Background: an optimization exercise with open tools, aiming at small area and a short achievable clock period. Do not read the settings as production practice. In this exercise RTL edits were held to simulation tests only and were not proved equivalent to the original. Power and IR drop assume default switching activity. No driver is modelled on the clock port, so clocking that relies on it looks cheaper here than on a real chip.

<file path="design/flow/config.mk">
export PLATFORM = sky130hd
export DESIGN_NAME = xy_frame_sequencer
export DESIGN_NICKNAME = xy_frame_sequencer
export VERILOG_FILES = /design/flow/design.v
export SDC_FILE = /design/flow/constraint.sdc
export NUM_CORES = 4
export LEC_CHECK = 0
export CAP_MARGIN = 20
export CORE_MARGIN = 2
export CORE_UTILIZATION = 55
export SLEW_MARGIN = 20
</file>
<file path="design/flow/constraint.sdc">
create_clock -name core_clock -period 9.0 [get_ports {clk}]
set_input_delay 1.8000 -clock core_clock [delete_from_list [all_inputs] [get_ports {clk}]]
set_output_delay 1.8000 -clock core_clock [all_outputs]
set_load 0.01 [all_outputs]
</file>
<file path="design/flow/design.v">
package dandy_pkg;
   localparam logic [7:0] HDR_BYTE = 8'hA5;
   localparam logic [7:0] DAC_MID  = 8'h80;
   typedef struct packed {
      logic [7:0] x;
      logic [7:0] y;
   } point_t;
endpackage
module xy_point_bank (
   input  logic        clk,
   input  logic        en_i,      
   input  logic        load_i,    
   input  logic [15:0] wdata_i,
   input  logic        one_i,     
   input  logic        two_i,     
   input  logic [5:0]  inc_i,     
   output logic [15:0] head_o,
   output logic [15:0] next_o
);
   logic [15:0]        h_q, p1_q;
   logic [30:0][15:0]  s31_q;
   logic [15:0][15:0]  s16_q;
   logic [7:0][15:0]   s8_q;
   logic [3:0][15:0]   s4_q;
   logic [1:0][15:0]   s2_q;
   logic [15:0]        s1_q;
   logic [15:0]        c0, c1, c2, c3, c4, c5, c6;
   assign c0 = load_i ? wdata_i : h_q;
   assign c1 = inc_i[5] ? s31_q[0] : c0;
   assign c2 = inc_i[4] ? s16_q[0] : c1;
   assign c3 = inc_i[3] ? s8_q[0]  : c2;
   assign c4 = inc_i[2] ? s4_q[0]  : c3;
   assign c5 = inc_i[1] ? s2_q[0]  : c4;
   assign c6 = inc_i[0] ? s1_q     : c5;
   assign next_o = one_i ? c0 : p1_q;
   always_ff @(posedge clk)
      if (en_i) begin
         h_q       <= next_o;
         p1_q      <= two_i ? c0 : c6;
         s31_q     <= {c0, s31_q[30:1]};
         s16_q     <= {c1, s16_q[15:1]};
         s8_q      <= {c2, s8_q[7:1]};
         s4_q      <= {c3, s4_q[3:1]};
         s2_q      <= {c4, s2_q[1]};
         s1_q      <= c5;
      end
   assign head_o = h_q;
endmodule
module xy_frame_sequencer
#(
   parameter int          DEPTH   = 64,
   parameter int          DWELL   = 2,
   parameter logic [15:0] TIMEOUT = 16'd50000
) (
   input  logic       clk,
   input  logic       reset,
   input  logic       enable,
   input  logic       step,
   input  logic       rx_valid,
   input  logic [7:0] rx_data,
   output logic [7:0] xdac,
   output logic [7:0] ydac,
   output logic       frame_start,
   output logic       loading,
   output logic       load_err
);
   logic       st_c_q, st_x_q, st_y_q, busy_q, err_q;
   logic [5:0] rem_q;           
   logic       last_q;          
   logic       fx_q;            
   logic       cfg_q;           
   logic [15:0] wd_q;           
   logic       hdr, cnt_ok, wr_en;
   logic       ld_done;
   logic [15:0] wdata;
   assign hdr     = (rx_data == dandy_pkg::HDR_BYTE);
   assign cnt_ok  = (rx_data != 8'd0) && (rx_data <= 8'd64);
   assign wr_en   = rx_valid && st_y_q;
   assign wdata   = {wd_q[15:8], rx_data};
   always_ff @(posedge clk)
      if (reset) begin
         st_c_q <= 1'b0;
         st_x_q <= 1'b0;
         st_y_q <= 1'b0;
         busy_q <= 1'b0;
         err_q  <= 1'b0;
      end else if (rx_valid) begin
         st_c_q <= !busy_q && hdr;
         st_x_q <= (st_c_q && cnt_ok) || (st_y_q && !last_q);
         st_y_q <= st_x_q;
         busy_q <= (!busy_q && hdr) || (st_c_q && cnt_ok) || st_x_q || (st_y_q && !last_q);
         if (st_c_q) err_q <= !cnt_ok;
      end
   always_ff @(posedge clk)
      cfg_q <= rx_valid && st_x_q && fx_q;
   always_ff @(posedge clk)
      if (rx_valid) begin
         if (st_c_q) begin
            rem_q  <= 6'(rx_data - 8'd1);
            last_q <= (rx_data == 8'd1);
            fx_q   <= 1'b1;
         end
         if (st_y_q) begin
            rem_q  <= rem_q - 6'd1;
            last_q <= (rem_q == 6'd1);
            fx_q   <= 1'b0;
         end
      end
   logic       one_q [2];
   logic [5:0] inc_q [2];
   logic       two   [2];
   logic [5:0] lidx  [2];       
   for (genvar b = 0; b < 2; b++) begin : g_shape
      assign two[b]  = !one_q[b] && (inc_q[b] == 6'd0);
      assign lidx[b] = one_q[b]    ? 6'd0 :
                       inc_q[b][5] ? {1'b1, inc_q[b][4:0]} : {1'b0, inc_q[b][4:0] + 5'd1};
   end
   logic        run_q, dwell_q, act_q, swp_q, fs_q, rot_q, have_q;
   logic        a_q;            
   logic        w_q;            
   logic        i_q;            
   logic        d_q;            
   logic [5:0]  idx_q;
   logic [15:0] rdata_q;
   logic [15:0] head [2];
   logic [15:0] nxt  [2];
   logic        lp_q, l0_act, l0_new, l_inc, es, adv, wrap, swap_ok, swap_w, swap_i, start, rd_en;
   logic        act_n;
   logic        lag_q, lag_d, act_d;
   logic        ld_q [2];       
   logic        en_q [2];       
   logic [15:0] lhead [2];      
   logic [15:0] c_act, c_new, c_done;
   assign act_n   = ~act_q;
   assign l0_act  = (lidx[act_q] == 6'd0);
   assign l0_new  = (lidx[act_n] == 6'd0);
   assign l_inc   = (idx_q + 6'd1 == lidx[act_q]);
   assign es      = enable && step;
   assign start   = enable && i_q;
   assign adv     = es && a_q;
   assign wrap    = es && w_q;
   assign swap_ok = swp_q && !(st_x_q || st_y_q);
   assign ld_done = rx_valid && d_q;
   assign swap_w  = wrap && (swap_ok || ld_done);
   assign swap_i  = ld_done && !have_q;
   assign rd_en   = start || adv;
   assign act_d   = act_q ^ (swap_i || swap_w);
   assign lag_d   = (rot_q || lag_q) && ld_q[act_q];
   logic [15:0] y_es, y_e;
   assign c_act   = lhead[act_q];
   assign c_new   = lhead[act_n];
   assign y_es    = w_q ? (swap_ok ? c_new : c_act) : (a_q || i_q) ? c_act : rdata_q;
   assign y_e     = i_q ? c_act : rdata_q;
   assign c_done  = fx_q ? wdata : nxt[act_n];
   always_ff @(posedge clk)
      if (cfg_q) begin
         one_q[act_n] <= (rem_q == 6'd0);
         inc_q[act_n] <= {rem_q[5], rem_q[5] ? rem_q[4:0] : rem_q[4:0] - 5'd1};
      end
   always_ff @(posedge clk)
      if (reset) begin
         run_q   <= 1'b0;
         dwell_q <= 1'b0;
         a_q     <= 1'b0;
         w_q     <= 1'b0;
         lp_q    <= 1'b0;
         i_q     <= 1'b0;
         d_q     <= 1'b0;
         idx_q   <= '0;
         act_q   <= 1'b0;
         swp_q   <= 1'b0;
         fs_q    <= 1'b0;
         rot_q   <= 1'b0;
         lag_q   <= 1'b0;
         have_q  <= 1'b0;
         rdata_q <= {dandy_pkg::DAC_MID, dandy_pkg::DAC_MID};
      end else begin
         fs_q   <= start || wrap;
         rot_q  <= rd_en;
         lag_q  <= lag_d;
         have_q <= have_q || ld_done;
         i_q    <= !run_q && (have_q ? !enable : ld_done);
         if (rx_valid) d_q <= st_x_q && last_q;
         if (start) run_q <= 1'b1;
         if (start)              dwell_q <= 1'b0;
         else if (run_q && es)   dwell_q <= !dwell_q;
         if (run_q && es) begin
            a_q <= !dwell_q;
            w_q <= !dwell_q && lp_q;
         end
         if (start)     lp_q <= l0_act;
         else if (wrap) lp_q <= (rx_valid && d_q) ? fx_q : swap_ok ? l0_new : l0_act;
         else if (adv)  lp_q <= l_inc;
         if (start || wrap) idx_q <= '0;
         else if (adv)      idx_q <= idx_q + 6'd1;
         act_q  <= act_d;
         if (swap_w)                 swp_q <= 1'b0;
         else if (ld_done && have_q) swp_q <= 1'b1;
         if (enable) rdata_q <= !step ? y_e : (rx_valid && w_q && d_q) ? c_done : y_es;
      end
   always_ff @(posedge clk) begin
      if (rx_valid && st_x_q) wd_q[15:8] <= rx_data;
      if (wr_en)              wd_q[7:0]  <= rx_data;
   end
   for (genvar b = 0; b < 2; b++) begin : g_bank
      logic ld_d, sel1;
      assign ld_d = wr_en && (act_n == 1'(b));
      always_ff @(posedge clk) begin
         ld_q[b] <= ld_d;
         en_q[b] <= ld_d || (!reset && (rd_en || lag_d) && (act_d == 1'(b)));
      end
      assign sel1 = ld_q[b] || (lag_q && (act_q == 1'(b)));
      assign lhead[b] = sel1 ? nxt[b] : head[b];
      xy_point_bank u_bank (
         .clk     (clk),
         .en_i    (en_q[b]),
         .load_i  (ld_q[b]),
         .wdata_i (wd_q),
         .one_i   (one_q[b]),
         .two_i   (two[b]),
         .inc_i   (inc_q[b]),
         .head_o  (head[b]),
         .next_o  (nxt[b])
      );
   end
   assign xdac        = rdata_q[15:8];
   assign ydac        = rdata_q[7:0];
   assign frame_start = fs_q;
   assign loading     = busy_q;
   assign load_err    = err_q;
endmodule
</file>
<file path="design/flow/flow/run.sh">
#!/bin/bash
# Standard ORFS layout (the standard.sh) with these changes:
#  - synthesis is the standard synthesis script, except that ABC maps the
#    logic with an area-oriented script (flow/area.abc); registers are not
#    touched by ABC, so they come out as in the standard synthesis;
#  - footprint matching off, so timing repair may resize the port buffers;
#  - port buffers start as buf_2 rather than a delay cell;
#  - setup repair aims at a tighter slack margin;
#  - CTS without dummy loads and with larger sink clusters.
set -euo pipefail
here=$(pwd)
export MY_ABC_SCRIPT=$here/flow/area.abc
{
  head -n 1 synth_recipe.tcl
  cat <<'TCL'
proc abc {args} {
  set i [lsearch -exact $args -script]
  if {$i >= 0} { lset args [expr {$i + 1}] $::env(MY_ABC_SCRIPT) }
  yosys abc {*}$args
}
TCL
  tail -n +2 synth_recipe.tcl
} > area_synth.tcl
bash standard.sh \
  SYNTH_SCRIPT=$here/area_synth.tcl \
  MATCH_CELL_FOOTPRINT=0 \
  SETUP_SLACK_MARGIN=6 \
  "BUFFER_PORTS_ARGS=-buffer_cell sky130_fd_sc_hd__buf_2" \
  "CTS_ARGS=-sink_clustering_enable -repair_clock_nets -sink_clustering_size 30 -sink_clustering_max_diameter 120 -buf_list sky130_fd_sc_hd__clkbuf_16 -dont_use_dummy_load" \
  finish > make_finish.log 2>&1
</file>
<file path="design/flow/flow/area.abc">
strash
dch -f
amap
topo
</file>
<file path="design/flow/standard.sh">
#!/bin/bash
# synth_recipe.tcl (not shown) runs the flow's synth.tcl, then flattens the netlist and writes it again
# the make line also repeats each setting of config.mk as NAME=value (left out here)
make -C /OpenROAD-flow-scripts/flow DESIGN_CONFIG=/design/flow/config.mk WORK_HOME=/design/flow/orfs CLKGATE_MAP_FILE= SYNTH_SCRIPT=/design/flow/synth_recipe.tcl "${@:-finish}"
</file>
==> results.toml, run 1 <==
[run_status]
run_status = "finished clean"

[route]
violation_count_after_the_first_detailed_route_iteration = 3391
drt_drc_violations_left = 0
antenna_left = 0
viasPerCell = 5.68
postRouteWirelength_um = 110000
count_of_vias_placed_by_the_detailed_router = 27400
first_drt_pass_iteration_count = 5
wl_per_cell_um = 22.7

[die]
die_h_um = 357
io-pin-count = 32
num_rows = 129
floorplan.die.width_um = 357
initial_utilization = 0.554
core_mm2 = 0.124
die-area_mm2 = 0.127

[synthesis]
yosys_warnings = 14
seq_area_frac_synth = 0.927
synthesis.area_per_instance_um2 = 23.2
post_synth_num_cell_types = 32
synth_top_area_cell = "edfxtp_1"
syn_inst_count = 2959
synth.cell_area_mm2 = 0.0685
synth_top_cells_by_area = "edfxtp_1, o22a_1, o22ai_1"
synth.ff_latch_count = 2131
synth_net_count = 2983
netlist.area_leader.share = 0.914

[global_route]
grt_overflow = 0
first_global_vias = 26200
grt_start_max_net_pins = 214
grt_antenna_before_repair = 14
grt_pass1_wl_um = 162000
globalRouteTotalUtil = 0.169

[place]
hpwl_um = 60900
place.gp.congestion = 0.834
portBuffers = 31

[cells_and_area]
synthToLayoutAreaGrowth_pct = 8.36
finalCoreUtilization = 0.601
multi_input_comb_area_mm2 = 0.00468
drive_gt1_frac = 0.0923
layout.nets = 3212
area_taken_by_flip_flops_and_latches_mm2 = 0.0636
filler_cell_count = 8718

[setup_path]
timing.critical_path.to_type = "primary output"
rr_worst_depth = 14
startpoint_type = "register"
critical_path_buf_inv_count = 1
worst-setup-path-type = "reg2out"
cp.depth = 1
critical_path_peak_fanout = 2
timing.critical_path.slowest_stage_cell = "dfxtp_2"
timing.critical_path.arrival_ns = 1.30
path_delay_family = "flip-flops"
timing.critical_path.cells = "buf_2"
critical_path_required_ns = 7.20
critical-path-max-stage-delay_ns = 0.45

[timing]
setup_violations = 0
slew_headroom = 0.237
timing_worst_slew_pin_value_ns = 1.14
fin_crit_ns = 3.10
finalClockSkew_ns = 0.0497
hold_violations = 0
setup_tns_ns = 0
slew_violations = 0
rsz0062_at_grt = "true"
final_min_period_over_clock_period = 0.344
highest_clock_rate_mhz = 323

[run]
drv_cap = 0

[clock_network]
cts-buffers-inserted = 81
clock_latency_ns = 0.69
htreeDepth = 3
cts_num_sinks = 2131
clock_tree.root_cell = "clkbuf_16"
clkSlewWorstSetupHoldPaths_ns = 0.12
cts_buffer_depth = 3
tritoncts_clock_tree = "built"

[pwr]
power_switching_w = 0.00273
leakage_nw = 22.5
p_clk_frac = 0.279
ir_worst_vdd_uv = 186
switching_share = 0.179
power.sequential.fraction = 0.713
pwr-share-comb = 0.009
power_report.internal_total_w = 0.0125
power_density_mw_per_mm2 = 205

[min_path]
hp-class = "reg2reg"
hold_path_depth = 0
synth_stat cells (all sizes together):
library cell,number
o221a,13
o21ai,31
o221ai,7
or4,3
a22o,38
clkinv,121
a221oi,5
nor2b,1
a21oi,90
dfxtp,45
o311a,1
a221o,9
a32oi,1
nor3b,1
nor4,3
o22ai,151
or3,1
edfxtp,2086
o21a,2
nor3,15
o211a,1
a31oi,7
nand2,20
ha,11
o41ai,1
a211oi,6
a311oi,1
o22a,121
a22oi,34
nand4,2
nand3,8
nor2,123
state kept, by name (all words and copies together), names as in the netlist, 6 cells and up:
| name | cells |
|---|---|
| g_bank.u_bank.p1_q | 32 |
| g_bank.u_bank.s4_q | 128 |
| g_bank.u_bank.s1_q | 32 |
| g_bank.u_bank.s8_q | 256 |
| rem_q | 6 |
| g_bank.u_bank.s16_q | 512 |
| g_bank.u_bank.s31_q | 992 |
| wd_q | 16 |
| g_bank.u_bank.s2_q | 64 |
| idx_q | 6 |
| g_bank.u_bank.h_q | 32 |
| rdata_q | 16 |
| inc_q | 12 |
logic make-up after synthesis:
group / count (synthesis) / share of synthesized area
adder cells (fa/ha/maj): 11 / 0.00201
buffers and inverters: 121 / 0.00663
flip-flops: 2131 / 0.927
AND/OR/NAND/NOR: 177 / 0.0106
AO/OA/AOI/OAI: 519 / 0.0538
layout by cell type (no fill, tap or decap), types with 8 or more instances in the layout:
cell type	count
buf_6	24
o22ai_1	140
ha_1	11
buf_2	15
clkbuf_16	83
buf_4	86
o21ai_0	29
o22ai_2	11
a22o_1	38
nor2_1	119
dfxtp_1	22
nand3_1	8
buf_12	8
o22a_1	121
o221a_1	13
a21oi_1	90
nand2_1	20
nor3_1	15
clkinv_1	98
dfxtp_4	17
a22oi_1	34
edfxtp_1	2086
a221o_1	9
clkinvlp_4	25
metrics by stage:
| step | hold WS [ns] | total power [W] | instances | setup WS, ns | cell area, um2 |
|---|---|---|---|---|---|
| after floorplan | 0.400 | 0.0111 | 2959 | 1.26 | 68600 |
| after global placement | 0.401 | 0.0112 | 4669 | 4.83 | 71200 |
| after detailed placement | 0.405 | 0.0112 | 4669 | 4.87 | 71200 |
| after CTS | 0.366 | 0.0154 | 4777 | 5.77 | 73700 |
| after global routing | 0.365 | 0.0157 | 4825 | 5.82 | 74300 |
| final | 0.372 | 0.0152 | 4827 | 5.90 | 74300 |
power groups by stage:
| stage | clock (W) | sequential, W | combinational (W) |
|---|---|---|---|
| after global routing | 0.00475 | 0.0108 | 0.000147 |
| after CTS | 0.00445 | 0.0108 | 0.000129 |
| after floorplan | 0 | 0.0111 | 0.0000471 |
| after detailed placement | 0 | 0.0111 | 0.000123 |
| after global placement | 0 | 0.0111 | 0.000120 |
| final | 0.00423 | 0.0108 | 0.000134 |
path summary, 6_finish.rpt:
kind | from | end | slack (ns)
setup / recovery | rdata_q[11] | xdac[3] | 5.90
hold / removal | g_bank[0].u_bank.s31_q[341] | g_bank[0].u_bank.s31_q[325] | 0.37
setup reg to reg | inc_q[0][0] | lp_q | 5.98
hold reg to reg | g_bank[0].u_bank.s31_q[341] | g_bank[0].u_bank.s31_q[325] | 0.37
layout make-up:
| cell class | count | share of cell area |
|---|---|---|
| flip-flops and latches | 2131 | 0.856 |
| multi-input cells | 707 | 0.0630 |
| well taps | 1637 | 0.0276 |
| clock buffers | 81 | 0.0273 |
| repair buffers | 141 | 0.0180 |
| inverters | 121 | 0.00723 |
| repair inverters | 5 | 0.000438 |
| diodes | 4 | 0.000135 |
per-layer routing:
layer	GRT usage	wire length, um
met1	0.282	54700
met2	0.236	47000
met3	0.0251	5370
met4	0.0443	2590
met5	0	69
repair_timing:
| action | CTS | global route |
|---|---|---|
| endpoints found under the setup margin | 875 | 643 |
| hold buffers | 0 | 0 |
| pin swaps | 0 | 1 |
| buffers inserted | 25 | 41 |
| cloned | 2 | 5 |
| endpoints found under the hold margin | 0 | 0 |
| gates resized for setup | 89 | 26 |
==> inputs of run 2 (changes only) <==
--- a/design/flow/flow/run.sh
+++ b/design/flow/flow/run.sh
@@ -26,5 +26,5 @@
   MATCH_CELL_FOOTPRINT=0 \
   SETUP_SLACK_MARGIN=6 \
   "BUFFER_PORTS_ARGS=-buffer_cell sky130_fd_sc_hd__buf_2" \
-  "CTS_ARGS=-sink_clustering_enable -repair_clock_nets -sink_clustering_size 30 -sink_clustering_max_diameter 120 -buf_list sky130_fd_sc_hd__clkbuf_16 -dont_use_dummy_load" \
+  "CTS_ARGS=-sink_clustering_enable -repair_clock_nets -sink_clustering_size 60 -sink_clustering_max_diameter 60 -buf_list sky130_fd_sc_hd__clkbuf_16 -dont_use_dummy_load" \
   finish > make_finish.log 2>&1
==> run 2 against run 1 <==
Register-to-register slack better by 0.03 ns. Via count is 1.4% higher. Sequential share of layout area is 1.5 points lower. Die area stayed put. Clock power is 31% higher. Fmax is 1.1% higher. Clock skew is 0.0073 ns higher. Worst hold slack better by 0.00051 ns. Synthesized cell count stayed put. Sequential power hardly changed.
==> results.toml, run 2 <==
[run_status]
run_status = "finished clean"

[clock_network]
cts-buffers-inserted = 138
htreeDepth = 4
clkSlewWorstSetupHoldPaths_ns = 0.08
clock_tree.root_cell = "clkbuf_16"
tritoncts_clock_tree = "built"
cts.hold.buffers_added = 0
cts_buffer_depth = 3
clock_latency_ns = 0.76
cts_num_sinks = 2131

[cells_and_area]
max_flop_register = "g_bank.u_bank.s31_q"
synthToLayoutAreaGrowth_pct = 10.3
finalCoreUtilization = 0.612
biggestRegsByFlops = "g_bank.u_bank.s31_q: 992 flops, g_bank.u_bank.s16_q: 512 flops, g_bank.u_bank.s8_q: 256 flops"
flip_flop_count_of_the_largest_register_after_layout = 992
drive_gt1_frac = 0.106
layout.nets = 3261
layout_commonest_cell = "edfxtp_1"
mostFrequentLayoutCells = "edfxtp_1, o22ai_1, clkbuf_16, o22a_1, nor2_1"

[setup_path]
critical_path_peak_fanout = 2
timing.critical_path.arrival_ns = 1.26
critical_path_buf_inv_count = 1
timing.critical_path.slowest_stage_cell = "dfxtp_4"
worst-setup-path-type = "reg2out"
cp.depth = 1
rr_worst_depth = 15
timing.critical_path.to_type = "primary output"
startpoint_type = "register"
path_delay_family = "flip-flops"
critical_path_required_ns = 7.20
critical-path-max-stage-delay_ns = 0.41
timing.critical_path.cells = "buf_6"

[synthesis]
synth_simple_gate_area_frac = 0.0106
synth_compound_area_frac = 0.0538
syn_inst_count = 2959
synth_top_cells_by_area = "edfxtp_1, o22a_1, o22ai_1"
synth_enable_flop_cells = 2086
yosys_warnings = 14
asyncSetResetFlopFracSynth = 0
synth_top_area_cell = "edfxtp_1"
synth.cell_area_mm2 = 0.0685
post_synthesis_adder_cell_area_fraction = 0.00201
synth.mux.area_fraction = 0
netlist.area_leader.share = 0.914
yosysMostFrequentCell = "edfxtp_1"
synthesis.area_per_instance_um2 = 23.2
seq_area_frac_synth = 0.927
synth_net_count = 2983
post_synth_num_cell_types = 32
most_common_library_cells_after_synthesis = "edfxtp_1, o22ai_1, nor2_1"
synth_top_family_by_area = "compound AO/OA/AOI/OAI gates"
post_synthesis_xor_xnor_area_fraction = 0
dominantRegCellSynth = "edfxtp_1"
synth.ff_latch_count = 2131

[pwr]
power_report.internal_total_w = 0.0136
finalPower_w = 0.0165
power_density_mw_per_mm2 = 218
power.sequential.fraction = 0.656
ir_worst_vdd_uv = 201
power_switching_w = 0.00296
switching_share = 0.179
leakage_nw = 23.1
p_clk_frac = 0.336
pwr-share-comb = 0.008

[global_route]
first_global_vias = 26800
grt_overflow = 0
grt_antenna_before_repair = 16
grt_start_max_net_pins = 214
globalRouteTotalUtil = 0.174
grt_pass1_wl_um = 165000

[route]
first_drt_pass_iteration_count = 6
antenna_left = 0
violation_count_after_the_first_detailed_route_iteration = 3381
drt_drc_violations_left = 0
wl_per_cell_um = 22.7
postRouteWirelength_um = 111000
viasPerCell = 5.71
count_of_vias_placed_by_the_detailed_router = 27800

[die]
floorplan.die.width_um = 357
core_mm2 = 0.124
die_h_um = 357
die-area_mm2 = 0.127
num_rows = 129
initial_utilization = 0.554
io-pin-count = 32

[timing]
timing_worst_slew_pin_value_ns = 1.10
setup_tns_ns = 0
fin_crit_ns = 3.06
setup_violations = 0
highest_clock_rate_mhz = 326
final_min_period_over_clock_period = 0.340
slew_headroom = 0.265
hold_violations = 0
finalClockSkew_ns = 0.0570
slew_violations = 0
rsz0062_at_grt = "true"

[place]
portBuffers = 31
hpwl_um = 60900
place.gp.congestion = 0.834

[run]
drv_cap = 0

[min_path]
hold_path_depth = 0
hp-class = "reg2reg"
[run 2: path summary, 6_finish.rpt]
| kind | end | slack, ns | from |
|---|---|---|---|
| max | xdac[7] | 5.94 | rdata_q[15] |
| min | g_bank[1].u_bank.s31_q[336] | 0.37 | g_bank[1].u_bank.s31_q[352] |
| max reg2reg | lp_q | 6.01 | inc_q[0][0] |
| min reg2reg | g_bank[1].u_bank.s31_q[336] | 0.37 | g_bank[1].u_bank.s31_q[352] |
[run 2: kinds of logic (layout without fill, tap and decap cells)]
family                   after synthesis  count (layout)
adder cells (fa/ha/maj)               11              11
other                                  0               4
AO/OA/AOI/OAI                        519             519
AND/OR/NAND/NOR                      177             177
buffers and inverters                121             397
flip-flops                          2131            2131
[run 2: power by group through the flow]
| stage | combinational [W] | clock (W) | sequential, W |
|---|---|---|---|
| after global placement | 0.000120 | 0 | 0.0111 |
| final | 0.000133 | 0.00555 | 0.0108 |
| after CTS | 0.000129 | 0.00578 | 0.0108 |
| after detailed placement | 0.000123 | 0 | 0.0111 |
| after global routing | 0.000146 | 0.00613 | 0.0108 |
| after floorplan | 0.0000471 | 0 | 0.0111 |
[run 2: what timing repair did]
item / in CTS / in global routing
pin swaps: 0 / 1
setup buffers: 28 / 30
setup endpoints to repair: 472 / 563
cloned: 2 / 5
resized for setup: 92 / 33
[run 2: stage by stage]
| step | hold WS (ns) | setup slack, ns | instances | cell area (um2) |
|---|---|---|---|---|
| finish | 0.373 | 5.94 | 4876 | 75600 |
| CTS | 0.367 | 5.79 | 4837 | 75200 |
| floorplan | 0.400 | 1.26 | 2959 | 68600 |
| global route | 0.379 | 5.80 | 4874 | 75600 |
| detailed placement | 0.405 | 4.87 | 4669 | 71200 |
| global placement | 0.401 | 4.83 | 4669 | 71200 |
[run 2: metal layers]
metal | routed length, um | GRT usage | up-vias
met2 | 46900 | 0.236 | 636
met5 | 66 | 0 | -
met3 | 5860 | 0.0339 | 187
met4 | 2820 | 0.0532 | 12
met1 | 55000 | 0.286 | 14500
li1 | - | - | 12500
[run 2: layout make-up]
| cell class | instances | area [um2] |
|---|---|---|
| Antenna cell | 4 | 10.0 |
| Clock buffer | 138 | 3450 |
| Fill cell | 8580 | 48000 |
| Inverter | 121 | 537 |
| Multi-Input combinational cell | 707 | 4680 |
| Sequential cell | 2131 | 63600 |
| Tap cell | 1637 | 2050 |
| Timing Repair Buffer | 132 | 1240 |
| Timing Repair inverter | 6 | 37.5 |
==> inputs of run 3 (changes only) <==
==> design/flow/flow/run.sh (replaced) <==
#!/bin/bash
# Standard ORFS layout (the standard.sh, standard synthesis unchanged) with
# a few layout knobs passed to make:
#  - footprint matching off, so timing repair may resize the port buffers;
#  - port buffers start as buf_2 rather than a delay cell;
#  - setup repair aims at a tighter slack margin;
#  - CTS without dummy loads and with larger sink clusters.
set -euo pipefail
bash standard.sh \
  MATCH_CELL_FOOTPRINT=0 \
  SETUP_SLACK_MARGIN=6 \
  "BUFFER_PORTS_ARGS=-buffer_cell sky130_fd_sc_hd__buf_2" \
  "CTS_ARGS=-sink_clustering_enable -repair_clock_nets -sink_clustering_size 30 -sink_clustering_max_diameter 80 -buf_list sky130_fd_sc_hd__clkbuf_16 -dont_use_dummy_load" \
  finish > make_finish.log 2>&1
removed: design/flow/flow/area.abc
==> run 3 against run 2 <==
Count of clock-buffer cells in the layout fell by 46. Worst hold slack worse by 0.0023 ns. Global-route usage fell by 1.2 points. Fmax up 0.47%. Critical path depth is the same. First-iteration DRC count down 13%. Setup slack improved by 0.014 ns. Non-clock buffer count is 50 lower. Final area barely moved. Flip-flop and latch count is the same. Largest cell class unchanged.
==> results.toml, run 3 <==
[run_status]
run_status = "finished clean"

[place]
dp_cells = 4766
portBuffers = 31
hpwl_um = 59000
place.gp.congestion = 0.796
place_worst_setup_slack_ns = 5.32

[setup_path]
critical_path_required_ns = 7.20
critical-path-max-stage-delay_ns = 0.44
timing.critical_path.to_type = "primary output"
path_delay_family = "flip-flops"
cp.depth = 1
timing.critical_path.arrival_ns = 1.25
rr_worst_depth = 8
critical_path_buf_inv_count = 1
worstReg2RegEnd = "g_bank[1].u_bank.p1_q[7]"
r2r_setup_slack_ns = 6.09
worst-setup-path-type = "reg2out"
timing.critical_path.slowest_stage_cell = "dfxtp_4"
timing.critical_path.cells = "buf_6"
regToRegStartpoint = "ld_q[1]"
critical_path_peak_fanout = 2
worst_setup_path_startpoint = "rdata_q[6]"
setup.worst_path.end = "ydac[6]"
startpoint_type = "register"

[route]
first_drt_pass_iteration_count = 5
postRouteWirelength_um = 107000
violation_count_after_the_first_detailed_route_iteration = 2951
viasPerCell = 5.58
antenna_left = 0
wl_per_cell_um = 22.0
count_of_vias_placed_by_the_detailed_router = 27200
drt_drc_violations_left = 0

[cells_and_area]
drive_gt1_frac = 0.132
max_flop_register = "g_bank.u_bank.s31_q"
biggestRegsByFlops = "g_bank.u_bank.s31_q: 992 flops, g_bank.u_bank.s16_q: 512 flops, g_bank.u_bank.s8_q: 256 flops"
mostFrequentLayoutCells = "edfxtp_1, mux2_2, nor2_1, clkbuf_16, nand2_1"
layout.cells.non_filler = 4874
finalCoreUtilization = 0.593
layout_commonest_cell = "edfxtp_1"
filler_cell_count = 9002
flip_flop_count_of_the_largest_register_after_layout = 992
layout.nets = 3237
synthToLayoutAreaGrowth_pct = 7.14

[synthesis]
yosysMostFrequentCell = "edfxtp_1"
post_synth_num_cell_types = 54
syn_inst_count = 3132
synth_top_area_cell = "edfxtp_1"
synth_enable_flop_cells = 2086
most_common_library_cells_after_synthesis = "edfxtp_1, mux2_2, nor2_1"
dominantRegCellSynth = "edfxtp_1"
asyncSetResetFlopFracSynth = 0
synth.ff_latch_count = 2131
yosys_warnings = 14
synth_net_count = 3156
synth_top_cells_by_area = "edfxtp_1, mux2_2, dfxtp_1"
synth.cell_area_mm2 = 0.0706
synthesis.area_per_instance_um2 = 22.5
seq_area_frac_synth = 0.900
netlist.area_leader.share = 0.888

[die]
num_rows = 131
die-area_mm2 = 0.131
core_mm2 = 0.128
floorplan.die.width_um = 362
die_h_um = 362
io-pin-count = 32
initial_utilization = 0.553

[clock_network]
cts-buffers-inserted = 92
cts_buffer_depth = 3
clock_tree.root_cell = "clkbuf_16"
cts.hold.buffers_added = 0
clock_latency_ns = 0.72
cts_num_sinks = 2131
tritoncts_clock_tree = "built"
clkSlewWorstSetupHoldPaths_ns = 0.11
htreeDepth = 3

[global_route]
grt_antenna_before_repair = 10
grt_pass1_wl_um = 161000
grt_start_max_net_pins = 211
globalRouteTotalUtil = 0.161
grt_overflow = 0
first_global_vias = 26400

[timing]
slew_headroom = 0.255
fin_crit_ns = 3.05
setup_ws_ns = 5.95
hold_violations = 0
timing_worst_slew_pin_value_ns = 1.12
highest_clock_rate_mhz = 328
finalClockSkew_ns = 0.0906
final_min_period_over_clock_period = 0.339
rsz0062_at_grt = "true"
slew_violations = 0
setup_violations = 0
setup_tns_ns = 0

[min_path]
hold_path_depth = 0
hp-class = "reg2reg"

[pwr]
finalPower_w = 0.0154
power_report.internal_total_w = 0.0127
power_switching_w = 0.00277
power.sequential.fraction = 0.701
ir_worst_vdd_uv = 167
switching_share = 0.180
power_density_mw_per_mm2 = 204
pwr-share-comb = 0.007
leakage_nw = 23.5
p_clk_frac = 0.292

[run]
drv_cap = 0
-- run 3: cell types whose count changed after synthesis, moves of 62 or more --
| cell | delta |
|---|---|
| clkinv_1 | -119 |
| o22ai_1 | -142 |
| mux2_2 | +172 |
| clkbuf_1 | +81 |
| mux2i_1 | +62 |
| o22a_1 | -121 |
-- run 3: cells by family (layout without fill, tap and decap cells) --
logic type,Yosys count,after routing,share of synthesized area
flip-flops,2131,2131,0.900
buffers and inverters,145,224,0.00817
AND/OR/NAND/NOR,257,257,0.0162
XOR/XNOR,39,39,0.00484
adder cells (fa/ha/maj),11,11,0.00195
AO/OA/AOI/OAI,284,284,0.0258
other,0,1,0
multiplexers,265,265,0.0426
-- run 3: cell type report --
cell class,instances,area [um2],area share
Antenna cell,1,2.50,0.0000331
Multi-Input combinational cell,856,6510,0.0861
Sequential cell,2131,63600,0.841
Timing Repair Buffer,82,928,0.0123
Clock buffer,92,2300,0.0304
Inverter,50,191,0.00253
Tap cell,1662,2080,0.0275
-- run 3: how the worst min path moves through the flow --
stage | start | to | slack (ns)
floorplan | g_bank[0].u_bank.s16_q[16] | g_bank[0].u_bank.s16_q[0] | 0.40
global route | g_bank[1].u_bank.s4_q[46] | g_bank[1].u_bank.s4_q[30] | 0.37
detailed placement | g_bank[0].u_bank.s16_q[138] | g_bank[0].u_bank.s16_q[122] | 0.40
CTS | g_bank[0].u_bank.s4_q[35] | g_bank[0].u_bank.s4_q[19] | 0.37
finish | g_bank[0].u_bank.s8_q[46] | g_bank[0].u_bank.s8_q[30] | 0.37
global placement | g_bank[0].u_bank.s16_q[76] | g_bank[0].u_bank.s16_q[60] | 0.40
-- run 3: repair_timing --
action	in CTS	in global routing
cloned	0	5
buffers inserted	2	7
resized for setup	61	18
endpoints found under the setup margin	164	758
-- run 3: metrics by stage --
step / hold slack, ns / cell area (um2)
2_1_floorplan: 0.400 / 70600
3_3_place_gp: 0.400 / 72800
3_5_place_dp: 0.405 / 72800
4_1_cts: 0.369 / 75300
5_1_grt: 0.370 / 75600
6_report: 0.371 / 75600
-- run 3: layer usage --
metal,GRT usage,vias up,part of all wire
li1,-,12400,-
met1,0.263,14200,0.50
met2,0.227,472,0.43
met3,0.0259,132,0.047
met4,0.0473,0,0.023
met5,0,-,0
-- run 3: worst reg2reg max path, delay by kind of cell (launching register included) --
kind,cells,cell delay [ns]
buf+inv,1,0.18
mux,6,1.86
compound gates,1,0.23
flops,1,0.42
-- run 3: power by group through the flow --
stage          clock network, W  registers [W]  logic [W]
2_1_floorplan                 0         0.0111  0.0000457
3_3_place_gp                  0         0.0111   0.000105
3_5_place_dp                  0         0.0111   0.000109
4_1_cts                 0.00472         0.0108   0.000111
5_1_grt                 0.00504         0.0108   0.000123
6_report                0.00450         0.0108   0.000112
==> inputs of run 4 (changes only) <==
--- a/design/flow/design.v
+++ b/design/flow/design.v
@@ -120,7 +120,7 @@
    logic        w_q;            
    logic        i_q;            
    logic        d_q;            
-   logic [5:0]  idx_q;
+   logic [5:0]  pr_q;           
    logic [15:0] rdata_q;
    logic [15:0] head [2];
    logic [15:0] nxt  [2];
@@ -132,9 +132,9 @@
    logic [15:0] lhead [2];      
    logic [15:0] c_act, c_new, c_done;
    assign act_n   = ~act_q;
-   assign l0_act  = (lidx[act_q] == 6'd0);
-   assign l0_new  = (lidx[act_n] == 6'd0);
-   assign l_inc   = (idx_q + 6'd1 == lidx[act_q]);
+   assign l0_act  = one_q[act_q];
+   assign l0_new  = one_q[act_n];
+   assign l_inc   = (pr_q == 6'd1);
    assign es      = enable && step;
    assign start   = enable && i_q;
    assign adv     = es && a_q;
@@ -166,7 +166,7 @@
          lp_q    <= 1'b0;
          i_q     <= 1'b0;
          d_q     <= 1'b0;
-         idx_q   <= '0;
+         pr_q    <= '0;
          act_q   <= 1'b0;
          swp_q   <= 1'b0;
          fs_q    <= 1'b0;
@@ -191,8 +191,10 @@
          if (start)     lp_q <= l0_act;
          else if (wrap) lp_q <= (rx_valid && d_q) ? fx_q : swap_ok ? l0_new : l0_act;
          else if (adv)  lp_q <= l_inc;
-         if (start || wrap) idx_q <= '0;
-         else if (adv)      idx_q <= idx_q + 6'd1;
+         if (start)     pr_q <= lidx[act_q];
+         else if (wrap) pr_q <= (rx_valid && d_q) ? (fx_q ? 6'd0 : lidx[act_n]) :
+                                swap_ok ? lidx[act_n] : lidx[act_q];
+         else if (adv)  pr_q <= pr_q - 6'd1;
          act_q  <= act_d;
          if (swap_w)                 swp_q <= 1'b0;
          else if (ld_done && have_q) swp_q <= 1'b1;
==> design/flow/flow/run.sh (replaced) <==
#!/bin/bash
# Standard ORFS layout (the standard.sh) with these changes:
#  - synthesis is the standard synthesis script, except that ABC maps the
#    logic with an area-oriented script (flow/area.abc); registers are not
#    touched by ABC, so they come out as in the standard synthesis;
#  - footprint matching off, so timing repair may resize the port buffers;
#  - port buffers start as buf_2 rather than a delay cell;
#  - setup repair aims at a tighter slack margin;
#  - CTS without dummy loads and with larger sink clusters.
set -euo pipefail
here=$(pwd)
export MY_ABC_SCRIPT=$here/flow/area.abc
{
  head -n 1 synth_recipe.tcl
  cat <<'TCL'
proc abc {args} {
  set i [lsearch -exact $args -script]
  if {$i >= 0} { lset args [expr {$i + 1}] $::env(MY_ABC_SCRIPT) }
  yosys abc {*}$args
}
TCL
  tail -n +2 synth_recipe.tcl
} > area_synth.tcl
bash standard.sh \
  SYNTH_SCRIPT=$here/area_synth.tcl \
  MATCH_CELL_FOOTPRINT=0 \
  SETUP_SLACK_MARGIN=6 \
  "BUFFER_PORTS_ARGS=-buffer_cell sky130_fd_sc_hd__buf_2" \
  "CTS_ARGS=-sink_clustering_enable -repair_clock_nets -sink_clustering_size 30 -sink_clustering_max_diameter 80 -buf_list sky130_fd_sc_hd__clkbuf_16 -dont_use_dummy_load" \
  finish > make_finish.log 2>&1
==> design/flow/flow/area.abc (new file) <==
strash
dch -f
amap
topo
==> run 4 against run 3 <==
Still clean. Synthesized cell count fell by 4.9%. Non-clock buffer count increased by 37. Synthesized area shrank 2.7%. Via count rose by 2.3%. Core utilization increased by 0.99 points. Register-to-register slack worse by 0.02 ns. Critical path type unchanged. Critical endpoint unchanged. Largest cell class unchanged. Highest routed layer is now met5.
==> results.toml, run 4 <==
[run_status]
run_status = "finished clean"

[place]
portBuffers = 31
hpwl_um = 64600
place.gp.congestion = 0.854

[cells_and_area]
mostFrequentLayoutCells = "edfxtp_1, o22ai_1, o22a_1, nor2_1, clkinv_1"
layout.nets = 3214
filler_cell_count = 8548
synthToLayoutAreaGrowth_pct = 8.64
max_flop_register = "g_bank.u_bank.s31_q"
biggestRegsByFlops = "g_bank.u_bank.s31_q: 992 flops, g_bank.u_bank.s16_q: 512 flops, g_bank.u_bank.s8_q: 256 flops"
flip_flop_count_of_the_largest_register_after_layout = 992
layout_commonest_cell = "edfxtp_1"
drive_gt1_frac = 0.0929

[timing]
slew_violations = 0
final_min_period_over_clock_period = 0.330
highest_clock_rate_mhz = 337
setup_violations = 0
timing_worst_slew_pin_value_ns = 0.991
hold_slack_ns = 0.381
setup_tns_ns = 0
finalClockSkew_ns = 0.0803
hold_violations = 0
slew_headroom = 0.339
rsz0062_at_grt = "true"
fin_crit_ns = 2.97

[synthesis]
synth.cell_area_mm2 = 0.0687
synthesis.area_per_instance_um2 = 23.1
most_common_library_cells_after_synthesis = "edfxtp_1, o22ai_1, clkinv_1"
synth.ff_latch_count = 2131
synth_net_count = 3004
synth_enable_flop_cells = 2086
post_synthesis_adder_cell_area_fraction = 0.00219
netlist.area_leader.share = 0.912
yosys_warnings = 14
post_synth_num_cell_types = 33
synth_compound_area_frac = 0.0554
asyncSetResetFlopFracSynth = 0
seq_area_frac_synth = 0.925
post_synthesis_xor_xnor_area_fraction = 0
syn_inst_count = 2979
synth_top_cells_by_area = "edfxtp_1, o22ai_1, o22a_1"
synth_top_area_cell = "edfxtp_1"
synth.mux.area_fraction = 0
synth_top_family_by_area = "compound AO/OA/AOI/OAI gates"
dominantRegCellSynth = "edfxtp_1"
synth_simple_gate_area_frac = 0.0104
yosysMostFrequentCell = "edfxtp_1"

[clock_network]
clkSlewWorstSetupHoldPaths_ns = 0.08
cts_buffer_depth = 3
cts_num_sinks = 2131
htreeDepth = 3
clock_latency_ns = 0.71
clock_tree.root_cell = "clkbuf_16"
tritoncts_clock_tree = "built"
cts-buffers-inserted = 88
cts.hold.buffers_added = 0

[setup_path]
critical_path_buf_inv_count = 1
critical_path_required_ns = 7.20
worst_setup_path_startpoint = "rdata_q[6]"
timing.critical_path.to_type = "primary output"
worst-setup-path-type = "reg2out"
regToRegStartpoint = "inc_q[1][1]"
critical-path-max-stage-delay_ns = 0.41
timing.critical_path.slowest_stage_cell = "dfxtp_4"
path_delay_family = "flip-flops"
timing.critical_path.cells = "buf_6"
timing.critical_path.arrival_ns = 1.17
critical_path_peak_fanout = 2
startpoint_type = "register"

[global_route]
grt_overflow = 0
first_global_vias = 26900
grt_start_max_net_pins = 206
grt_antenna_before_repair = 9
globalRouteTotalUtil = 0.178
grt_pass1_wl_um = 170000

[route]
wl_per_cell_um = 23.7
first_drt_pass_iteration_count = 5
count_of_vias_placed_by_the_detailed_router = 27800
violation_count_after_the_first_detailed_route_iteration = 3050
postRouteWirelength_um = 114000
drt_drc_violations_left = 0
viasPerCell = 5.77
antenna_left = 0

[min_path]
startpoint_of_the_tightest_hold_check_path = "g_bank[1].u_bank.s2_q[20]"
hp-class = "reg2reg"

[die]
num_rows = 129
initial_utilization = 0.555
die-area_mm2 = 0.128
io-pin-count = 32
die_h_um = 357
floorplan.die.width_um = 357
core_mm2 = 0.124

[pwr]
ir_worst_vdd_uv = 152
power_density_mw_per_mm2 = 207
leakage_nw = 22.7

[run]
drv_cap = 0
==> run 4: cell count changes after synthesis, moves of 62 or more <==
cell | previous run | this run
o22ai_1 | 9 | 171
clkinv_1 | 2 | 128
mux2_2 | 172 | 0
mux2i_1 | 62 | 0
o22a_1 | 0 | 117
clkbuf_1 | 81 | 0
==> run 4: kinds of logic after synthesis <==
family	count (synthesis)
flops	2131
buf+inv	128
compound gates	533
fa+ha+maj	12
simple gates	175
==> run 4: routing by layer <==
metal / global-route usage / part of all wire
met5: 0 / 0.00055
met4: 0.0508 / 0.029
met3: 0.0268 / 0.046
met2: 0.245 / 0.43
met1: 0.299 / 0.50
==> run 4: final cells by class <==
cell class                      count  area [um2]  area share
Clock buffer                       88        2200      0.0295
Timing Repair inverter              1        7.51    0.000101
Antenna cell                        1        2.50   0.0000335
Multi-Input combinational cell    720        4950      0.0664
Timing Repair Buffer              119        1230      0.0165
Sequential cell                  2131       63600       0.852
Inverter                          128         571     0.00765
Tap cell                         1637        2050      0.0274
==> run 4: worst paths after layout <==
check | endpoint | slack, ns | cells past startpoint
worst min-delay path | g_bank[1].u_bank.s2_q[4] | 0.38 | 0
worst max register to register | pr_q[1] | 6.07 | 8
worst max-delay path | ydac[6] | 6.03 | 1
worst min register to register | g_bank[1].u_bank.s2_q[4] | 0.38 | 0
==> run 4: metrics by stage <==
step           cell area (um2)  cells   util  total power, W  worst slack (ns)
2_1_floorplan            68700   2979      -          0.0113              1.26
3_3_place_gp             71300   4683  0.576          0.0113              3.67
3_5_place_dp             71300   4683  0.576          0.0113              3.56
4_1_cts                  74100   4794  0.599          0.0157              5.94
5_1_grt                  74600   4825  0.603          0.0160              5.95
6_report                 74600   4825  0.603          0.0154              6.03
==> run 4: timing repair <==
| action | CTS | global route |
|---|---|---|
| resized for setup | 115 | 36 |
| pin swaps | 1 | 2 |
| setup buffers | 22 | 27 |
| cloned | 1 | 3 |
| endpoints found under the setup margin | 1054 | 1102 |
==> run 4: power by group <==
part	internal (W)	switching (W)
clock network	0.00176	0.00262
registers	0.0109	0.0000393
logic	0.0000366	0.000119
total	0.0127	0.00278
==> inputs of run 5 (changes only) <==
--- a/design/flow/flow/run.sh
+++ b/design/flow/flow/run.sh
@@ -24,7 +24,7 @@
 bash standard.sh \
   SYNTH_SCRIPT=$here/area_synth.tcl \
   MATCH_CELL_FOOTPRINT=0 \
-  SETUP_SLACK_MARGIN=6 \
+  SETUP_SLACK_MARGIN=6.1 \
   "BUFFER_PORTS_ARGS=-buffer_cell sky130_fd_sc_hd__buf_2" \
   "CTS_ARGS=-sink_clustering_enable -repair_clock_nets -sink_clustering_size 30 -sink_clustering_max_diameter 80 -buf_list sky130_fd_sc_hd__clkbuf_16 -dont_use_dummy_load" \
   finish > make_finish.log 2>&1
==> run 5 against run 4 <==
Still clean on timing, DRC and antenna. Clock power hardly changed. Global-route usage is 0.19 points higher. Core utilization is 0.23 points higher. Largest cell class unchanged. Highest routed layer unchanged.
==> results.toml, run 5 <==
[timing]
setup_violations = 0
timing_worst_slew_pin_value_ns = 1.13
rsz0062_at_grt = "true"
final_min_period_over_clock_period = 0.330
hold_violations = 0
fin_crit_ns = 2.97
highest_clock_rate_mhz = 337
slew_headroom = 0.245
finalClockSkew_ns = 0.0804
setup_tns_ns = 0
slew_violations = 0

[route]
violation_count_after_the_first_detailed_route_iteration = 3064
wl_per_cell_um = 23.8
first_drt_pass_iteration_count = 5
count_of_vias_placed_by_the_detailed_router = 27900
drt_drc_violations_left = 0
viasPerCell = 5.77
antenna_left = 0
postRouteWirelength_um = 115000

[pwr]
leakage_nw = 22.8
power.sequential.fraction = 0.706
power_density_mw_per_mm2 = 206
ir_worst_vdd_uv = 152
p_clk_frac = 0.284
switching_share = 0.180
power_report.internal_total_w = 0.0127
pwr-share-comb = 0.010
finalPower_w = 0.0155
power_switching_w = 0.00278

[die]
core_mm2 = 0.124
num_rows = 129
die-area_mm2 = 0.128
io-pin-count = 32
initial_utilization = 0.555
floorplan.die.width_um = 357
die_h_um = 357

[setup_path]
critical-path-max-stage-delay_ns = 0.41
critical_path_buf_inv_count = 1
path_delay_family = "flip-flops"
startpoint_type = "register"
timing.critical_path.slowest_stage_cell = "dfxtp_4"
worst-setup-path-type = "reg2out"
r2r_setup_slack_ns = 6.11
timing.critical_path.arrival_ns = 1.17
critical_path_peak_fanout = 2
critical_path_required_ns = 7.20
timing.critical_path.to_type = "primary output"
timing.critical_path.cells = "buf_6"

[place]
portBuffers = 31
place.gp.congestion = 0.854
hpwl_um = 64600

[clock_network]
cts_buffer_depth = 3
clkSlewWorstSetupHoldPaths_ns = 0.08
cts.hold.buffers_added = 0
cts-buffers-inserted = 88
clock_tree.root_cell = "clkbuf_16"
htreeDepth = 3
clock_latency_ns = 0.70
tritoncts_clock_tree = "built"
cts_num_sinks = 2131

[synthesis]
dominantRegCellSynth = "edfxtp_1"
synth_simple_gate_area_frac = 0.0104
most_common_library_cells_after_synthesis = "edfxtp_1, o22ai_1, clkinv_1"
synth_top_family_by_area = "compound AO/OA/AOI/OAI gates"
syn_inst_count = 2979
synth_net_count = 3004
synth_compound_area_frac = 0.0554
synth.ff_latch_count = 2131
yosysMostFrequentCell = "edfxtp_1"
synthesis.area_per_instance_um2 = 23.1
synth_top_area_cell = "edfxtp_1"
synth_top_cells_by_area = "edfxtp_1, o22ai_1, o22a_1"
yosys_warnings = 14
synth_enable_flop_cells = 2086
post_synthesis_adder_cell_area_fraction = 0.00219
seq_area_frac_synth = 0.925
asyncSetResetFlopFracSynth = 0
post_synth_num_cell_types = 33
netlist.area_leader.share = 0.912
synth.cell_area_mm2 = 0.0687
post_synthesis_xor_xnor_area_fraction = 0
synth.mux.area_fraction = 0

[global_route]
globalRouteTotalUtil = 0.180
grt_overflow = 0
grt_antenna_before_repair = 9
first_global_vias = 27100
grt_pass1_wl_um = 171000
grt_start_max_net_pins = 197

[cells_and_area]
drive_gt1_frac = 0.100
biggestRegsByFlops = "g_bank.u_bank.s31_q: 992 flops, g_bank.u_bank.s16_q: 512 flops, g_bank.u_bank.s8_q: 256 flops"
mostFrequentLayoutCells = "edfxtp_1, o22ai_1, o22a_1, nor2_1, clkinv_1"
layout.nets = 3225
flip_flop_count_of_the_largest_register_after_layout = 992
synthToLayoutAreaGrowth_pct = 9.05
max_flop_register = "g_bank.u_bank.s31_q"
layout_commonest_cell = "edfxtp_1"

[min_path]
hp-class = "reg2reg"

[run_status]
run_status = "finished clean"

[run]
drv_cap = 0
[run 5: final cells by class]
cell class / instances / area, um2
flip-flops and latches: 2131 / 63600
inverters: 128 / 582
repair buffers: 129 / 1360
repair inverters: 1 / 7.51
diodes: 1 / 2.50
multi-input cells: 721 / 5090
clock buffers: 88 / 2200
fillers: 8517 / 48900
well taps: 1637 / 2050
[run 5: stage by stage]
| step | std cells | worst slack, ns | hold slack, ns | util | area (um2) |
|---|---|---|---|---|---|
| floorplan | 2979 | 1.26 | 0.400 | - | 68700 |
| CTS | 4808 | 5.98 | 0.372 | 0.601 | 74400 |
| global placement | 4683 | 3.67 | 0.400 | 0.576 | 71300 |
| detailed placement | 4683 | 3.56 | 0.405 | 0.576 | 71300 |
| global route | 4836 | 5.97 | 0.373 | 0.605 | 74900 |
| finish | 4836 | 6.03 | 0.379 | 0.605 | 74900 |
[run 5: path summary, 6_finish.rpt]
kind | from | to | depth (start not counted)
worst max-delay path | rdata_q[6] | ydac[6] | 1
worst min-delay path | g_bank[1].u_bank.s2_q[20] | g_bank[1].u_bank.s2_q[4] | 0
worst max register to register | inc_q[0][1] | pr_q[4] | 10
worst min register to register | g_bank[1].u_bank.s2_q[20] | g_bank[1].u_bank.s2_q[4] | 0
[run 5: repair_timing]
item	CTS	global route
gates cloned	5	1
buffers inserted	32	26
resized for setup	134	45
endpoints found under the setup margin	1294	554
pin swaps	1	4
[run 5: layer usage]
layer / global-route usage / up-vias / share of wire
li1: - / 12500 / -
met1: 0.301 / 14500 / 0.50
met2: 0.248 / 699 / 0.43
met3: 0.0280 / 173 / 0.048
met4: 0.0508 / 10 / 0.027
met5: 0 / - / 0.00055
[run 5: cells by family after synthesis]
kind of cell / count (synthesis)
buffers and inverters: 128
flip-flops: 2131
AND/OR/NAND/NOR: 175
AO/OA/AOI/OAI: 533
adder cells (fa/ha/maj): 12
[run 5: power groups by stage]
stage	Clock, W	Sequential, W	Combinational [W]
CTS	0.00460	0.0109	0.000152
global route	0.00491	0.0109	0.000173
floorplan	0	0.0112	0.0000482
finish	0.00438	0.0109	0.000157
detailed placement	0	0.0111	0.000145
global placement	0	0.0111	0.000140
==> inputs of run 6 (changes only) <==
--- a/design/flow/flow/run.sh
+++ b/design/flow/flow/run.sh
@@ -24,7 +24,7 @@
 bash standard.sh \
   SYNTH_SCRIPT=$here/area_synth.tcl \
   MATCH_CELL_FOOTPRINT=0 \
-  SETUP_SLACK_MARGIN=6.1 \
+  SETUP_SLACK_MARGIN=6.15 \
   "BUFFER_PORTS_ARGS=-buffer_cell sky130_fd_sc_hd__buf_2" \
   "CTS_ARGS=-sink_clustering_enable -repair_clock_nets -sink_clustering_size 30 -sink_clustering_max_diameter 80 -buf_list sky130_fd_sc_hd__clkbuf_16 -dont_use_dummy_load" \
   finish > make_finish.log 2>&1
==> run 6 against run 5 <==
Still clean on timing, DRC and antenna. Largest power group unchanged. Clock power about the same. Worst hold slack better by 0.0035 ns. Flip-flop and latch count unchanged. Wire length up 0.37%. Non-clock buffer count up 14. Combinational power about the same. Final area up 0.33%. Setup slack better by 0.0065 ns. Total power about the same. Clock skew up 0.0013 ns.
==> results.toml, run 6 <==
[cells_and_area]
layout_commonest_cell = "edfxtp_1"
post-route-cell-area_mm2 = 0.0752
layout.nets = 3239
flip_flop_count_of_the_largest_register_after_layout = 992
layout.cells.non_filler = 4850
max_flop_register = "g_bank.u_bank.s31_q"
biggestRegsByFlops = "g_bank.u_bank.s31_q: 992 flops, g_bank.u_bank.s16_q: 512 flops, g_bank.u_bank.s8_q: 256 flops"
filler_cell_count = 8519
drive_gt1_frac = 0.108
area_taken_by_flip_flops_and_latches_mm2 = 0.0636
multi_input_comb_area_mm2 = 0.00518
finalCoreUtilization = 0.607
mostFrequentLayoutCells = "edfxtp_1, o22ai_1, o22a_1, nor2_1, clkinv_1"
synthToLayoutAreaGrowth_pct = 9.41

[setup_path]
regToRegStartpoint = "ld_q[0]"
worstReg2RegEnd = "g_bank[0].u_bank.p1_q[14]"
path_delay_family = "flip-flops"
setup.worst_path.end = "ydac[6]"
startpoint_type = "register"
timing.critical_path.slowest_stage_cell = "dfxtp_4"
timing.critical_path.arrival_ns = 1.16
rr_worst_depth = 11
cp.depth = 1
timing.critical_path.cells = "buf_6"
critical-path-max-stage-delay_ns = 0.41
timing.critical_path.to_type = "primary output"
worst-setup-path-type = "reg2out"
critical_path_buf_inv_count = 1
worst_setup_path_startpoint = "rdata_q[6]"
critical_path_required_ns = 7.20
critical_path_peak_fanout = 2
r2r_setup_slack_ns = 6.19

[synthesis]
yosysMostFrequentCell = "edfxtp_1"
post_synth_num_cell_types = 33
synth_top_area_cell = "edfxtp_1"
synthesis.area_per_instance_um2 = 23.1
syn_inst_count = 2979
netlist.area_leader.share = 0.912
synth_top_cells_by_area = "edfxtp_1, o22ai_1, o22a_1"
yosys_warnings = 14
post_synthesis_adder_cell_area_fraction = 0.00219
asyncSetResetFlopFracSynth = 0
synth_enable_flop_cells = 2086
synth_simple_gate_area_frac = 0.0104
post_synthesis_xor_xnor_area_fraction = 0
synth.cell_area_mm2 = 0.0687
seq_area_frac_synth = 0.925
synth_net_count = 3004
synth.mux.area_fraction = 0
dominantRegCellSynth = "edfxtp_1"
synth_compound_area_frac = 0.0554
most_common_library_cells_after_synthesis = "edfxtp_1, o22ai_1, clkinv_1"
synth_top_family_by_area = "compound AO/OA/AOI/OAI gates"
synth.ff_latch_count = 2131

[timing]
timing_worst_slew_pin_value_ns = 0.971
hold_violations = 0
final_min_period_over_clock_period = 0.329
setup_violations = 0
highest_clock_rate_mhz = 338
slew_violations = 0
setup_tns_ns = 0
slew_headroom = 0.353
finalClockSkew_ns = 0.0817
rsz0062_at_grt = "true"
fin_crit_ns = 2.96
hold_slack_ns = 0.382

[clock_network]
tritoncts_clock_tree = "built"
clkSlewWorstSetupHoldPaths_ns = 0.08
cts_buffer_depth = 3
clock_tree.root_cell = "clkbuf_16"
htreeDepth = 3
clock_latency_ns = 0.70
cts_num_sinks = 2131
cts-buffers-inserted = 88

[route]
postRouteWirelength_um = 116000
first_drt_pass_iteration_count = 5
violation_count_after_the_first_detailed_route_iteration = 2962
count_of_vias_placed_by_the_detailed_router = 28000
antenna_left = 0
wl_per_cell_um = 23.8
drt_drc_violations_left = 0
viasPerCell = 5.77

[place]
placed_area_mm2 = 0.0713
place.gp.congestion = 0.854
portBuffers = 31
dp_cells = 4683
hpwl_um = 64600

[global_route]
globalRouteTotalUtil = 0.181
grt_start_max_net_pins = 205
grt_pass1_wl_um = 172000
grt_overflow = 0
grt_antenna_before_repair = 10
first_global_vias = 27100

[die]
die_h_um = 357
floorplan.die.width_um = 357
initial_utilization = 0.555
die-area_mm2 = 0.128
num_rows = 129
io-pin-count = 32
core_mm2 = 0.124

[run_status]
run_status = "finished clean"

[run]
drv_cap = 0

[min_path]
hold_path_depth = 0
hp-class = "reg2reg"

[pwr]
leakage_nw = 22.9
ir_worst_vdd_uv = 152
power_density_mw_per_mm2 = 206
## run 6: cell counts after synthesis
No cell type changed its count.
## run 6: cells by family (layout without fill, tap and decap cells)
group           count (synthesis)  after routing
buf+inv                       128            360
other cells                     0              1
fa+ha+maj                      12             12
compound gates                533            533
flops                        2131           2131
simple gates                  175            176
## run 6: power by group
group / internal, W / switching [W]
registers: 0.0109 / 0.0000390
logic: 0.0000378 / 0.000121
clock network: 0.00176 / 0.00262
## run 6: timing repair
item | CTS | global route
endpoints found under the setup margin | 1311 | 455
resized for setup | 149 | 47
hold buffers | 0 | 0
endpoints found under the hold margin | 0 | 0
pin swaps | 2 | 8
buffers inserted | 42 | 29
cloned | 4 | 3
## run 6: area by class of cell
type	instances	area share
multi-input cells	721	0.0689
well taps	1637	0.0273
repair buffers	143	0.0203
flip-flops and latches	2131	0.846
repair inverters	1	0.0000999
diodes	1	0.0000333
clock buffers	88	0.0293
inverters	128	0.00774
## run 6: metal layers
| layer | part of all wire | wire length, um | up-vias | global-route usage |
|---|---|---|---|---|
| li1 | - | - | 12500 | - |
| met1 | 0.50 | 57300 | 14600 | 0.301 |
| met2 | 0.43 | 49300 | 701 | 0.250 |
| met3 | 0.050 | 5740 | 174 | 0.0272 |
| met4 | 0.027 | 3180 | 10 | 0.0495 |
| met5 | 0.00051 | 59 | - | 0 |
## run 6: worst min-delay path by stage
stage / from / endpoint / slack, ns
floorplan: g_bank[0].u_bank.s16_q[16] / g_bank[0].u_bank.s16_q[0] / 0.40
global route: g_bank[1].u_bank.s2_q[20] / g_bank[1].u_bank.s2_q[4] / 0.37
finish: g_bank[1].u_bank.s2_q[20] / g_bank[1].u_bank.s2_q[4] / 0.38
detailed placement: g_bank[0].u_bank.s16_q[153] / g_bank[0].u_bank.s16_q[137] / 0.40
global placement: g_bank[1].u_bank.s4_q[32] / g_bank[1].u_bank.s4_q[16] / 0.40
CTS: g_bank[1].u_bank.s2_q[20] / g_bank[1].u_bank.s2_q[4] / 0.37
## run 6: metrics by stage
stage          total power [W]  setup WS, ns
2_1_floorplan           0.0113          1.26
3_3_place_gp            0.0113          3.67
3_5_place_dp            0.0113          3.56
4_1_cts                 0.0157          5.98
5_1_grt                 0.0160          5.97
6_report                0.0155          6.04
==> inputs of run 7 (changes only) <==
--- a/design/flow/flow/run.sh
+++ b/design/flow/flow/run.sh
@@ -24,7 +24,7 @@
 bash standard.sh \
   SYNTH_SCRIPT=$here/area_synth.tcl \
   MATCH_CELL_FOOTPRINT=0 \
-  SETUP_SLACK_MARGIN=6.15 \
+  SETUP_SLACK_MARGIN=6.05 \
   "BUFFER_PORTS_ARGS=-buffer_cell sky130_fd_sc_hd__buf_2" \
   "CTS_ARGS=-sink_clustering_enable -repair_clock_nets -sink_clustering_size 30 -sink_clustering_max_diameter 80 -buf_list sky130_fd_sc_hd__clkbuf_16 -dont_use_dummy_load" \
   finish > make_finish.log 2>&1
--- a/design/flow/config.mk
+++ b/design/flow/config.mk
@@ -7,5 +7,5 @@
 export LEC_CHECK = 0
 export CAP_MARGIN = 20
 export CORE_MARGIN = 2
-export CORE_UTILIZATION = 55
+export CORE_UTILIZATION = 52
 export SLEW_MARGIN = 20
==> run 7 against run 6 <==
Sequential power is essentially flat. Wire length grew 0.70%. First-iteration DRC count grew 8.9%. Largest cell class unchanged.
==> results.toml, run 7 <==
[synthesis]
yosysMostFrequentCell = "edfxtp_1"
asyncSetResetFlopFracSynth = 0
synth_top_area_cell = "edfxtp_1"
synth_top_cells_by_area = "edfxtp_1, o22ai_1, o22a_1"
post_synth_num_cell_types = 33
synthesis.area_per_instance_um2 = 23.1
synth_enable_flop_cells = 2086
synth.ff_latch_count = 2131
dominantRegCellSynth = "edfxtp_1"
netlist.area_leader.share = 0.912
synth_net_count = 3004
yosys_warnings = 14
most_common_library_cells_after_synthesis = "edfxtp_1, o22ai_1, clkinv_1"
seq_area_frac_synth = 0.925
syn_inst_count = 2979
synth.cell_area_mm2 = 0.0687

[route]
postRouteWirelength_um = 116000
wl_per_cell_um = 23.4
antenna_left = 0
drt_drc_violations_left = 0
count_of_vias_placed_by_the_detailed_router = 28100
viasPerCell = 5.66
violation_count_after_the_first_detailed_route_iteration = 3225
first_drt_pass_iteration_count = 5

[die]
floorplan.die.width_um = 367
core_mm2 = 0.131
die-area_mm2 = 0.135
die_h_um = 367
io-pin-count = 32
initial_utilization = 0.523
num_rows = 133

[setup_path]
critical-path-max-stage-delay_ns = 0.35
timing.critical_path.slowest_stage_cell = "dfxtp_2"
timing.critical_path.arrival_ns = 1.20
timing.critical_path.to_type = "primary output"
worst-setup-path-type = "reg2out"
timing.critical_path.cells = "buf_12"
regToRegStartpoint = "ld_q[1]"
critical_path_required_ns = 7.20
path_delay_family = "flip-flops"
critical_path_buf_inv_count = 1
startpoint_type = "register"
critical_path_peak_fanout = 2
worst_setup_path_startpoint = "rdata_q[1]"

[run]
drv_cap = 0

[timing]
final_min_period_over_clock_period = 0.334
hold_violations = 0
timing_worst_slew_pin_value_ns = 1.10
highest_clock_rate_mhz = 333
finalClockSkew_ns = 0.108
setup_violations = 0
slew_headroom = 0.268
fin_crit_ns = 3.00
setup_tns_ns = 0
slew_violations = 0
rsz0062_at_grt = "true"

[cells_and_area]
post-route-cell-area_mm2 = 0.0751
flip_flop_count_of_the_largest_register_after_layout = 992
layout.nets = 3243
synthToLayoutAreaGrowth_pct = 9.37
layout_commonest_cell = "edfxtp_1"
max_flop_register = "g_bank.u_bank.s31_q"
mostFrequentLayoutCells = "edfxtp_1, o22ai_1, o22a_1, nor2_1, clkinv_1"
biggestRegsByFlops = "g_bank.u_bank.s31_q: 992 flops, g_bank.u_bank.s16_q: 512 flops, g_bank.u_bank.s8_q: 256 flops"
drive_gt1_frac = 0.105

[pwr]
leakage_nw = 22.9
power_density_mw_per_mm2 = 207
ir_worst_vdd_uv = 155

[clock_network]
clock_latency_ns = 0.73
cts_num_sinks = 2131
clock_tree.root_cell = "clkbuf_16"
htreeDepth = 3
cts_buffer_depth = 3
tritoncts_clock_tree = "built"
cts-buffers-inserted = 91
clkSlewWorstSetupHoldPaths_ns = 0.10

[place]
portBuffers = 31
hpwl_um = 65300
place.gp.congestion = 0.822
placed_area_mm2 = 0.0714

[global_route]
grt_overflow = 0
globalRouteTotalUtil = 0.171
grt_antenna_before_repair = 15
first_global_vias = 27000
grt_start_max_net_pins = 214
grt_pass1_wl_um = 173000

[min_path]
startpoint_of_the_tightest_hold_check_path = "g_bank[1].u_bank.s31_q[72]"
hp-class = "reg2reg"

[run_status]
run_status = "finished clean"
==> run 7: logic make-up after synthesis <==
kind of cell             after synthesis  synth area share
AO/OA/AOI/OAI                        533            0.0554
adder cells (fa/ha/maj)               12           0.00219
buffers and inverters                128           0.00699
flip-flops                          2131             0.925
AND/OR/NAND/NOR                      175            0.0104
==> run 7: layer usage <==
layer,share of wire,vias up,wire length [um],GRT usage
met1,0.50,14700,58200,0.284
met4,0.026,14,3040,0.0465
met5,0.00076,-,89,0
met2,0.42,694,48800,0.231
li1,-,12500,-,-
met3,0.054,180,6250,0.0317
==> run 7: stage by stage <==
stage               std cells   util  total power [W]  hold WS (ns)  setup slack [ns]
floorplan                2979      -           0.0113         0.400              1.26
global placement         4800  0.544           0.0113         0.400              3.54
detailed placement       4800  0.544           0.0113         0.405              3.52
CTS                      4936  0.569           0.0158         0.366              5.92
global route             4971  0.572           0.0161         0.385              5.91
finish                   4972  0.572           0.0156         0.361              6.00
==> run 7: area by class of cell <==
cell class | count | area, um2
tap | 1755 | 2200
inverter | 128 | 563
clock buffer | 91 | 2280
timing repair inverter | 1 | 7.51
timing repair buffer | 145 | 1410
sequential | 2131 | 63600
antenna | 1 | 2.50
fill | 9553 | 56200
multi-input combinational | 720 | 5080
==> run 7: path summary, 6_finish.rpt <==
path              depth (start not counted)                         end  slack [ns]
setup / recovery                          1                     ydac[1]        6.00
hold / removal                            0  g_bank[1].u_bank.s31_q[56]        0.36
setup reg to reg                         12                  rdata_q[3]        6.14
hold reg to reg                           0  g_bank[1].u_bank.s31_q[56]        0.36
==> run 7: what timing repair did <==
action,in CTS,in global routing
setup endpoints to repair,220,378
setup buffers,44,35
gates resized for setup,132,40
gates cloned,1,0
pin swaps,1,2
hold buffers,0,0
==> run 7: power breakdown <==
| group | leakage [nW] | switching, W | internal, W | total [W] |
|---|---|---|---|---|
| combinational | 2.51 | 0.000126 | 0.0000393 | 0.000166 |
| sequential | 19.2 | 0.0000373 | 0.0109 | 0.0109 |
| clock | 1.12 | 0.00266 | 0.00181 | 0.00448 |
| total | 22.9 | 0.00283 | 0.0127 | 0.0156 |

-- afterwards: timing with drivers on the ports --
In the flow no input, the clock included, has a driving cell. The finished layouts below were timed again as built, in two steps. Step 1 sets driving cells, clkbuf_16 on the clock port and buf_2 on the other inputs (assumed; they add their load-dependent delay and slew). Step 2 adds t to the input delays and takes it off the output delays; t is the mean of the earliest and latest rising clock arrival at the registers after step 1. Input paths then give back, and output paths get back, about the clock's delay inside the block. a / b / c = no drivers / after step 1 / after step 2; a / b = the first two.
| run | t (ns) | slack for setup (ns) | hold slack, ns | worst register clock-pin slew, ns |
|---|---|---|---|---|
| run 1 | 0.742 | 5.902 / 5.828 / 5.366 | 0.372 / 0.372 / 0.372 | 0.12 / 0.12 |
| run 2 | 0.809 | 5.936 / 5.864 / 5.213 | 0.373 / 0.373 / 0.373 | 0.09 / 0.09 |
| run 3 | 0.742 | 5.950 / 5.883 / 5.494 | 0.371 / 0.371 / 0.371 | 0.11 / 0.11 |
| run 4 | 0.737 | 6.032 / 5.958 / 5.317 | 0.381 / 0.381 / 0.381 | 0.11 / 0.11 |
| run 5 | 0.737 | 6.033 / 5.960 / 5.474 | 0.379 / 0.379 / 0.379 | 0.11 / 0.11 |
| run 6 | 0.736 | 6.040 / 5.966 / 5.413 | 0.382 / 0.382 / 0.382 | 0.11 / 0.11 |
| run 7 | 0.744 | 5.996 / 5.926 / 5.346 | 0.361 / 0.361 / 0.361 | 0.11 / 0.11 |
After both steps every run listed still meets setup and hold. The setup slack of run 2, which loses most, moves by -0.072 ns with the drivers and by -0.723 ns with both steps.
